Background: an optimization exercise with open tools, aiming at small area. Do not read the settings as production practice.
Only simulation tests tie the RTL to the original design; equivalence was not proved. No driver is modelled on the clock port, so clocking that relies on it looks cheaper here than on a real chip.

==> flow/design.v <==
package img_pkg;
  localparam int PIXEL_W    = 4;
  localparam int KERNEL_DIM = 3;
  localparam int WINDOW_W   = KERNEL_DIM * KERNEL_DIM * PIXEL_W;
  function automatic int slot_offset(input int k, input int pw);
    slot_offset = k * pw;
  endfunction
endpackage
module line_buffer #(
  parameter int DEPTH = 253,
  parameter int WIDTH = 4
) (
  input  logic             clk,
  input  logic             en,     
  input  logic             en_n,   
  input  logic             t,      
  input  logic [WIDTH-1:0] din,    
  output logic [WIDTH-1:0] dout    
);
  logic [WIDTH-1:0] q [DEPTH];
  always_ff @(posedge clk) begin
    q[0] <= ~(({WIDTH{en}} & (din ^ {WIDTH{t}})) | ({WIDTH{en_n}} & q[0]));
    for (int k = 1; k < DEPTH; k++) q[k] <= ~(({WIDTH{en}} & q[k-1]) | ({WIDTH{en_n}} & q[k]));
  end
  assign dout = q[DEPTH-1] ^ {WIDTH{t}};
endmodule
module window_generator_3x3 #(
  parameter int PIXEL_W    = img_pkg::PIXEL_W,
  parameter int IMG_WIDTH  = 256,
  parameter int IMG_HEIGHT = 256
) (
  input  logic                                    clk,
  input  logic                                    reset,
  input  logic [PIXEL_W-1:0]                      i_pixel,
  input  logic                                    i_pixel_valid,
  input  logic                                    i_sof,
  output logic [img_pkg::KERNEL_DIM*img_pkg::KERNEL_DIM*PIXEL_W-1:0] o_pixels,
  output logic                                    o_valid,
  output logic                                    o_frame_done
);
  localparam int KD    = img_pkg::KERNEL_DIM;
  localparam int NSLOT = KD * KD;
  localparam int CW    = $clog2(IMG_WIDTH);
  localparam int RW    = $clog2(IMG_HEIGHT);
  localparam logic [CW-1:0] COL_LAST = CW'(IMG_WIDTH - 1);
  localparam logic [RW-1:0] ROW_LAST = RW'(IMG_HEIGHT - 1);
  logic [CW-1:0]      col_cnt;
  logic [RW-1:0]      row_cnt;
  logic               tgl;
  logic [PIXEL_W-1:0] win [NSLOT];
  logic [PIXEL_W-1:0] lb_out [KD-1];
  always_ff @(posedge clk) tgl <= ~tgl;
  for (genvar i = 0; i < KD - 1; i++) begin : g_lb
    line_buffer #(.DEPTH(IMG_WIDTH - KD), .WIDTH(PIXEL_W)) u_lb (
      .clk  (clk),
      .en   (i_pixel_valid),
      .en_n (~i_pixel_valid),
      .t    (tgl),
      .din  (win[(i+1)*KD]),
      .dout (lb_out[i])
    );
  end
  always_ff @(posedge clk) win[0] <= win[1];
  always_ff @(posedge clk) begin
    if (i_pixel_valid) begin
      for (int r = 0; r < KD; r++)
        for (int c = 0; c < KD - 1; c++)
          if (r*KD + c != 0) win[r*KD + c] <= win[r*KD + c + 1];
      for (int r = 0; r < KD - 1; r++) win[r*KD + KD - 1] <= lb_out[r];
      win[NSLOT-1] <= i_pixel;
    end
  end
  logic col_ge2, row_ge2, col_last, row_last;
  always_comb begin
    col_ge2  = !i_sof && (col_cnt >= CW'(2));
    row_ge2  = !i_sof && (row_cnt >= RW'(2));
    col_last = !i_sof && (col_cnt == COL_LAST);
    row_last = !i_sof && (row_cnt == ROW_LAST);
  end
  always_ff @(posedge clk) begin
    if (!reset) begin
      col_cnt <= '0;
      row_cnt <= '0;
    end else if (i_pixel_valid) begin
      col_cnt <= i_sof ? CW'(1) : col_cnt + 1'b1;
      row_cnt <= i_sof ? '0 : row_cnt + RW'(col_last);
    end
  end
  always_ff @(posedge clk) begin
    o_valid      <= reset && i_pixel_valid && row_ge2 && col_ge2;
    o_frame_done <= reset && i_pixel_valid && row_last && col_last;
  end
  always_comb begin
    o_pixels = '0;
    for (int k = 0; k < NSLOT; k++) begin
      o_pixels[img_pkg::slot_offset(k, PIXEL_W) +: PIXEL_W] = win[k];
    end
  end
endmodule
export LEC_CHECK = 0
export CAP_MARGIN = 20
export CORE_MARGIN = 2
export CORE_UTILIZATION = 65
export CTS_BUF_LIST = sky130_fd_sc_hd__clkbuf_16
export CTS_CLUSTER_DIAMETER = 90
export CTS_CLUSTER_SIZE = 30
export SLEW_MARGIN = 20
export SYNTH_HIERARCHICAL = 1
create_clock -name core_clock -period 6.0 [get_ports {clk}]
standard.sh (not shown) runs the stock make flow with config.mk's settings and CLKGATE_MAP_FILE= SYNTH_SCRIPT=/design/flow/synth_recipe.tcl, a recipe that flattens the netlist after the stock synthesis.
==> flow/flow/run.sh <==
#!/bin/bash
set -euo pipefail
export BUFFER_PORTS_ARGS="-buffer_cell sky130_fd_sc_hd__buf_1"
export CTS_ARGS="-sink_clustering_enable -repair_clock_nets -dont_use_dummy_load -buf_list sky130_fd_sc_hd__clkbuf_16 -sink_clustering_size 32 -sink_clustering_max_diameter 100"
export MIN_CLK_ROUTING_LAYER=met1
bash standard.sh finish > make.log 2>&1
The first run went through all stages and came out clean.
Edit:
==> flow/flow/run.sh (replaced) <==
#!/bin/bash
set -euo pipefail
export BUFFER_PORTS_ARGS="-buffer_cell sky130_fd_sc_hd__buf_1"
export CTS_ARGS="-sink_clustering_enable -repair_clock_nets -dont_use_dummy_load -buf_list sky130_fd_sc_hd__clkbuf_16 -sink_clustering_size 34 -sink_clustering_max_diameter 100"
bash standard.sh finish > make.log 2>&1
- CORE_UTILIZATION: 65 -> 75
- CTS_CLUSTER_DIAMETER: 90 -> 100
- CTS_CLUSTER_SIZE: 30 -> 34
- PLACE_DENSITY: default -> 0.85
Outcome:
- The new run finished clean
- global-route usage rose by 3.6 points
- wire length rose by 6.2%
- synthesized cell count stays the same

[separate check: timing with driven ports]
Ports are ideal in the flow. The routed layouts listed here were re-timed in OpenROAD.
Step 1, drivers: a clkbuf_16 drives clk and a buf_2 each remaining input, both assumed.
Step 2, shift: input delay + t, output delay - t, t = (earliest + latest rising clock arrival at the registers) / 2. This alone moves slack from input paths to output paths.
a / b / c = no drivers / after step 1 / after step 2; a / b = the first two.
run	t (ns)	setup WS [ns]	hold WS [ns]	worst setup path after step 2	cell pins on the clock port's net
the first run	0.698	2.968 / 3.000 / 2.302	0.381 / 0.381 / 0.381	input to register	1
the second run	0.692	2.919 / 2.927 / 2.236	0.387 / 0.387 / 0.387	input to register	1
After both steps setup and hold are still met in every run listed. The setup slack of the second run, which loses most, moves by +0.008 ns with the drivers and by -0.683 ns with both steps.
